This is an optimization exercise on Yosys and OpenROAD, whose aim is small area and a short achievable clock period, not a production implementation.
Where RTL was checked, it was by simulation tests only, not by an equivalence proof against the original.

// csc_top
module csc_top (
	input logic CLOCK_50_I,
	input logic resetn,
	input logic start,
	output logic busy,
	output logic done,
	output csc_pkg::sram_addr_t sram_addr,
	output csc_pkg::sram_word_t sram_wdata,
	output logic sram_we_n,
	input csc_pkg::sram_word_t sram_rdata
);
	logic c_shift, c_ld_u, c_ld_v;
	logic c_first_a, c_first_b, c_near_b, c_last_a, c_last_b;
	logic c_yh_ld, c_ylo, c_odd_op, c_w_rg, c_w_br;
	logic cmd_we;
	csc_pkg::sram_addr_t cmd_addr;
	csc_pkg::sram_word_t cmd_wdata;
	csc_pkg::pixel_t ce_u, ce_v, c_odd, uo;
	csc_pkg::sram_word_t yh;         
	csc_pkg::pixel_t y_op, u_op, v_op;
	csc_pkg::pixel_t r, g, b;
	yuv_fetch seq_unit (
		.CLOCK_50_I, .resetn, .start, .busy, .done,
		.c_shift, .c_ld_u, .c_ld_v,
		.c_first_a, .c_first_b, .c_near_b, .c_last_a, .c_last_b,
		.c_yh_ld, .c_ylo, .c_odd_op, .c_w_rg, .c_w_br,
		.cmd_we, .cmd_addr
	);
	chroma_interpolator interp_unit (
		.CLOCK_50_I, .c_shift, .c_ld_u, .c_ld_v,
		.c_first_a, .c_first_b, .c_near_b, .c_last_a, .c_last_b,
		.rdata(sram_rdata), .ce_u, .ce_v, .c_odd
	);
	always_ff @(posedge CLOCK_50_I) begin
		if (c_yh_ld)
			yh <= sram_rdata;
		uo <= c_odd;     
	end
	always_ff @(posedge CLOCK_50_I)
		y_op <= c_ylo ? yh[7:0] : yh[15:8];
	always_comb begin
		if (c_odd_op) begin
			u_op = uo;
			v_op = c_odd;
		end else begin
			u_op = ce_u;
			v_op = ce_v;
		end
	end
	csc_matrix matrix_unit (
		.CLOCK_50_I, .y_in(y_op), .u_in(u_op), .v_in(v_op),
		.r, .g, .b
	);
  ...
==> module yuv_fetch, before the edit <==
module yuv_fetch (
	input logic CLOCK_50_I,
	input logic resetn,
	input logic start,
	output logic busy,
	output logic done,
	output logic c_shift,          
	output logic c_ld_u,           
	output logic c_ld_v,           
	output logic c_first_a,        
	output logic c_first_b,        
	output logic c_near_b,         
	output logic c_last_a,         
	output logic c_last_b,         
	output logic c_yh_ld,          
	output logic c_ylo,            
	output logic c_odd_op,         
	output logic c_w_rg,           
	output logic c_w_br,           
	output logic cmd_we,
	output csc_pkg::sram_addr_t cmd_addr
);
	logic [3:0] ph, ph_n;
	logic [1:0] prime;             
	logic wr_on;
	logic done_pre;
	logic [6:0] jc;
	logic j_first, j_near_end, j_last;
	logic jf_n, jn_n, jl_n;
	logic [16:0] gy;               
	logic [16:0] c_addr;
	logic [16:0] wa;               
	logic a_y, a_c, a_u, a_lsb, a_w;
	logic wr_now, last_wr;
	assign ph_n = !busy ? 4'd2 : (ph == 4'd9) ? 4'd0 : ph + 4'd1;
	assign jf_n = (ph == 4'd9) ? (jc == 7'd79) : j_first;
	assign jn_n = (ph == 4'd9) ? (jc == 7'd77) : j_near_end;
	assign jl_n = (ph == 4'd9) ? (jc == 7'd78) : j_last;
	always_ff @(posedge CLOCK_50_I) begin
		c_shift <= (ph_n <= 4'd4) && (ph_n != 4'd2);
		c_ld_u <= (ph_n == 4'd5);
		c_ld_v <= (ph_n == 4'd6);
		c_first_a <= busy && jf_n && (ph_n <= 4'd1);
		c_first_b <= busy && jf_n && (ph_n == 4'd3 || ph_n == 4'd4);
		c_near_b <= busy && jn_n && (ph_n == 4'd3 || ph_n == 4'd4);
		c_last_a <= busy && jl_n && (ph_n <= 4'd1);
		c_last_b <= busy && jl_n && (ph_n == 4'd3 || ph_n == 4'd4);
		c_yh_ld <= (ph_n == 4'd4 || ph_n == 4'd7);
		c_ylo <= (ph_n == 4'd3 || ph_n == 4'd6);
		c_odd_op <= (ph_n == 4'd4 || ph_n == 4'd7);
		c_w_rg <= (ph_n == 4'd5 || ph_n == 4'd8);
		c_w_br <= (ph_n == 4'd6 || ph_n == 4'd9);
		a_y <= (ph_n == 4'd1 || ph_n == 4'd4);
		a_c <= (ph_n == 4'd2 || ph_n == 4'd3);
		a_u <= (ph_n == 4'd2);
		a_lsb <= (ph_n == 4'd1);
		a_w <= (ph_n >= 4'd5) || (ph_n == 4'd0);
	end
	assign wr_now = busy && wr_on && a_w;
	assign last_wr = wr_now && (wa == csc_pkg::RGB_LAST[16:0]);
	assign cmd_we = wr_now;
	assign c_addr = gy + (a_u ? 17'(csc_pkg::U_BASE + 18'd2) : 17'(csc_pkg::V_BASE + 18'd2));
	always_comb begin
		if (a_y)
			cmd_addr = {gy, a_lsb};
		else if (a_c)
			cmd_addr = {1'b0, c_addr};
		else
			cmd_addr = {1'b1, wa};
	end
	always_ff @(posedge CLOCK_50_I or negedge resetn) begin
		if (!resetn) begin
			busy <= 1'b0;
			done <= 1'b0;
			done_pre <= 1'b0;
			wr_on <= 1'b0;
		end else begin
			done_pre <= last_wr;
			done <= done_pre;
			if (done_pre)
				busy <= 1'b0;
			else if (start)
				busy <= 1'b1;
			if (!busy || last_wr)
				wr_on <= 1'b0;
			else if (prime == 2'd0 && ph == 4'd4)
				wr_on <= 1'b1;
		end
	end
	always_ff @(posedge CLOCK_50_I) begin
		ph <= ph_n;
		if (!busy) begin
			prime <= 2'd3;
			jc <= 7'd77;
			j_first <= 1'b0;
			j_near_end <= 1'b0;
			j_last <= 1'b0;
			gy <= 17'h1fffe;
			wa <= csc_pkg::RGB_BASE[16:0];
		end else begin
			j_first <= jf_n;
			j_near_end <= jn_n;
			j_last <= jl_n;
			if (ph == 4'd9) begin
				if (prime != 2'd0)
					prime <= prime - 2'd1;
				jc <= (jc == 7'd79) ? 7'd0 : jc + 7'd1;
			end
			if (ph == 4'd1)
				gy <= gy + 17'd1;
			if (wr_now)
				wa <= wa + 17'd1;
		end
	end
endmodule
==> module chroma_interpolator, before the edit <==
module chroma_interpolator (
	input logic CLOCK_50_I,
	input logic c_shift,
	input logic c_ld_u,
	input logic c_ld_v,
	input logic c_first_a,
	input logic c_first_b,
	input logic c_near_b,
	input logic c_last_a,
	input logic c_last_b,
	input csc_pkg::sram_word_t rdata,
	output csc_pkg::pixel_t ce_u,       
	output csc_pkg::pixel_t ce_v,
	output csc_pkg::pixel_t c_odd       
);
	csc_pkg::pixel_t e [0:15];
	csc_pkg::pixel_t t0, t1, t2, t3, t4, t5;
	always_ff @(posedge CLOCK_50_I) begin
		if (c_shift) begin
			for (int i = 0; i < 15; i++)
				e[i] <= e[i + 1];
		end
		if (c_ld_u) begin
			e[12] <= rdata[15:8];
			e[14] <= rdata[7:0];
		end
		if (c_ld_v) begin
			e[13] <= rdata[15:8];
			e[15] <= rdata[7:0];
		end
	end
	assign ce_u = e[2];
	assign ce_v = e[3];
	always_comb begin
		t0 = e[0];
		t1 = e[2];
		t2 = e[4];
		t3 = e[6];
		t4 = e[8];
		t5 = e[10];
		if (c_first_a) begin
			t0 = e[4];
			t1 = e[4];
		end
		if (c_first_b)
			t0 = e[2];
		if (c_near_b)
			t5 = e[8];
		if (c_last_a) begin
			t4 = e[6];
			t5 = e[6];
		end
		if (c_last_b) begin
			t3 = e[4];
			t4 = e[4];
			t5 = e[4];
		end
	end
	logic [8:0] p, q, m, p_r, q_r, m_r;
	logic [11:0] f, f_r;
	logic [12:0] e2, e2_r;
	logic [10:0] d3, d3_r;
	assign p = {1'b0, t0} + {1'b0, t5};
	assign q = {1'b0, t1} + {1'b0, t4};
	assign m = {1'b0, t2} + {1'b0, t3};
	always_ff @(posedge CLOCK_50_I) begin
		p_r <= p;
		q_r <= q;
		m_r <= m;
	end
	assign f = {1'b0, m_r, 2'd0} + {3'd0, m_r} + {3'd0, ~q_r};
	assign e2 = {2'd0, p_r, 2'd0} + {4'd0, p_r} + {2'd0, ~q_r, 2'd0} + {4'd0, ~q_r};
	assign d3 = {2'd0, p_r} + {2'd0, ~m_r} + 11'd181;
	always_ff @(posedge CLOCK_50_I) begin
		f_r <= f;
		e2_r <= e2;
		d3_r <= d3;
	end
	logic [16:0] acc;
	logic signed [9:0] sh;
	csc_pkg::pixel_t c_odd_r;
	assign acc = {f_r, 5'd0} + {2'd0, e2_r, 2'd0} + {6'd0, d3_r};
	assign sh = {1'b0, acc[16:8]} - 10'sd106;
	always_ff @(posedge CLOCK_50_I)
		c_odd_r <= sh[9] ? 8'h00 : (sh[8] ? 8'hff : sh[7:0]);
	assign c_odd = c_odd_r;
endmodule
Settings: LEC_CHECK=0, CAP_MARGIN=20, CORE_MARGIN=2, CORE_UTILIZATION=50, SLEW_MARGIN=20; clock period 10.0 ns.
standard.sh (not shown) runs the stock make flow with config.mk's settings and CLKGATE_MAP_FILE= SYNTH_SCRIPT=/design/flow/synth_recipe.tcl, a recipe that flattens the netlist after the stock synthesis.
==> flow/flow/run.sh <==
#!/bin/bash
set -u
export SETUP_SLACK_MARGIN=6.8
export BUFFER_PORTS_ARGS="-buffer_cell sky130_fd_sc_hd__buf_4"
bash standard.sh > standard_flow.log 2>&1
==> next run, changes <==
--- a/flow/design.v
+++ b/flow/design.v
@@ -68,5 +68,5 @@
 	logic [16:0] gy;               
 	logic [16:0] c_addr;
-	logic [16:0] wa;               
+	csc_pkg::sram_addr_t wa;       
 	logic a_y, a_c, a_u, a_lsb, a_w;
 	logic wr_now, last_wr;
@@ -96,5 +96,5 @@
 	end
 	assign wr_now = busy && wr_on && a_w;
-	assign last_wr = wr_now && (wa == csc_pkg::RGB_LAST[16:0]);
+	assign last_wr = wr_now && (wa == csc_pkg::RGB_LAST);
 	assign cmd_we = wr_now;
 	assign c_addr = gy + (a_u ? 17'(csc_pkg::U_BASE + 18'd2) : 17'(csc_pkg::V_BASE + 18'd2));
@@ -105,5 +105,5 @@
 			cmd_addr = {1'b0, c_addr};
 		else
-			cmd_addr = {1'b1, wa};
+			cmd_addr = wa;
 	end
 	always_ff @(posedge CLOCK_50_I or negedge resetn) begin
@@ -135,5 +135,5 @@
 			j_last <= 1'b0;
 			gy <= 17'h1fffe;
-			wa <= csc_pkg::RGB_BASE[16:0];
+			wa <= csc_pkg::RGB_BASE;
 		end else begin
 			j_first <= jf_n;
@@ -148,5 +148,5 @@
 				gy <= gy + 17'd1;
 			if (wr_now)
-				wa <= wa + 17'd1;
+				wa <= wa + 18'd1;
 		end
 	end
@@ -211,8 +211,6 @@
 		end
 	end
-	logic [8:0] p, q, m, p_r, q_r, m_r;
-	logic [11:0] f, f_r;
-	logic [12:0] e2, e2_r;
-	logic [10:0] d3, d3_r;
+	logic [8:0] p, q, m, p_r, q_r, m_r, m_r2;
+	logic [9:0] d1, d2, d3, d1_r, d2_r, d3_r;
 	assign p = {1'b0, t0} + {1'b0, t5};
 	assign q = {1'b0, t1} + {1'b0, t4};
@@ -223,20 +221,23 @@
 		m_r <= m;
 	end
-	assign f = {1'b0, m_r, 2'd0} + {3'd0, m_r} + {3'd0, ~q_r};
-	assign e2 = {2'd0, p_r, 2'd0} + {4'd0, p_r} + {2'd0, ~q_r, 2'd0} + {4'd0, ~q_r};
-	assign d3 = {2'd0, p_r} + {2'd0, ~m_r} + 11'd181;
+	assign d1 = {1'b0, m_r} + {1'b0, ~q_r};
+	assign d2 = {1'b0, p_r} + {1'b0, ~q_r};
+	assign d3 = {1'b0, p_r} + {1'b0, ~m_r};
 	always_ff @(posedge CLOCK_50_I) begin
-		f_r <= f;
-		e2_r <= e2;
+		m_r2 <= m_r;
+		d1_r <= d1;
+		d2_r <= d2;
 		d3_r <= d3;
 	end
 	logic [16:0] acc;
+	logic [8:0] q8, q8_r;
 	logic signed [9:0] sh;
-	csc_pkg::pixel_t c_odd_r;
-	assign acc = {f_r, 5'd0} + {2'd0, e2_r, 2'd0} + {6'd0, d3_r};
-	assign sh = {1'b0, acc[16:8]} - 10'sd106;
+	assign acc = {1'b0, m_r2, 7'd0} + {2'd0, d1_r, 5'd0} + {3'd0, d2_r, 4'd0} + {5'd0, d2_r, 2'd0}
+		+ {7'd0, d3_r} + 17'd181;
+	assign q8 = acc[16:8];
 	always_ff @(posedge CLOCK_50_I)
-		c_odd_r <= sh[9] ? 8'h00 : (sh[8] ? 8'hff : sh[7:0]);
-	assign c_odd = c_odd_r;
+		q8_r <= q8;
+	assign sh = {1'b0, q8_r} - 10'sd106;
+	assign c_odd = sh[9] ? 8'h00 : (sh[8] ? 8'hff : sh[7:0]);
 endmodule
 `timescale 1ns/100ps
Outcome: Synthesized area decreases by about 1.3%. Worst hold slack gets better by 31 ps. Design area falls by about 2.3%. Global-route usage is lower by 0.46 points. Critical path depth is higher by 4. Non-clock buffer count shrinks by 35. Worst setup slack gets worse by 17 ps. Cell count is lower by 3.4%. Register-to-register slack is worse by 20 ps. Utilization goes down by 0.33 points. Sequential share of layout area goes up by 1.2 points.
Testbench counts after the change, summed over its fixed seeds: frame cycles 1,536,248.
Function not checked in the first run of this note: the RTL went through the layout flow alone.

what the ideal ports hide:
The results above use ideal ports. As a check the final layouts listed here were re-extracted and re-timed, cells and wires unchanged. Step 1: set_driving_cell puts a clkbuf_16 on CLOCK_50_I and a buf_2 on each other input, an assumption about the parent block. Step 2 times the ports against the registers' clock, not the clock port: input delays grow and output delays shrink by t, the midpoint of the rising clock arrivals with the driver on. Slacks: ideal ports / drivers / drivers and shift; pairs: ideal ports / drivers.
run	t (ns)	slack for setup (ns)	clock arrival spread, ns	pins driven straight from the clock port
the first run	0.664	6.726 / 6.675 / 6.726	0.079 / 0.078	1
the second run	0.670	6.709 / 6.659 / 6.709	0.046 / 0.045	1
After both steps every run listed still meets setup and hold.
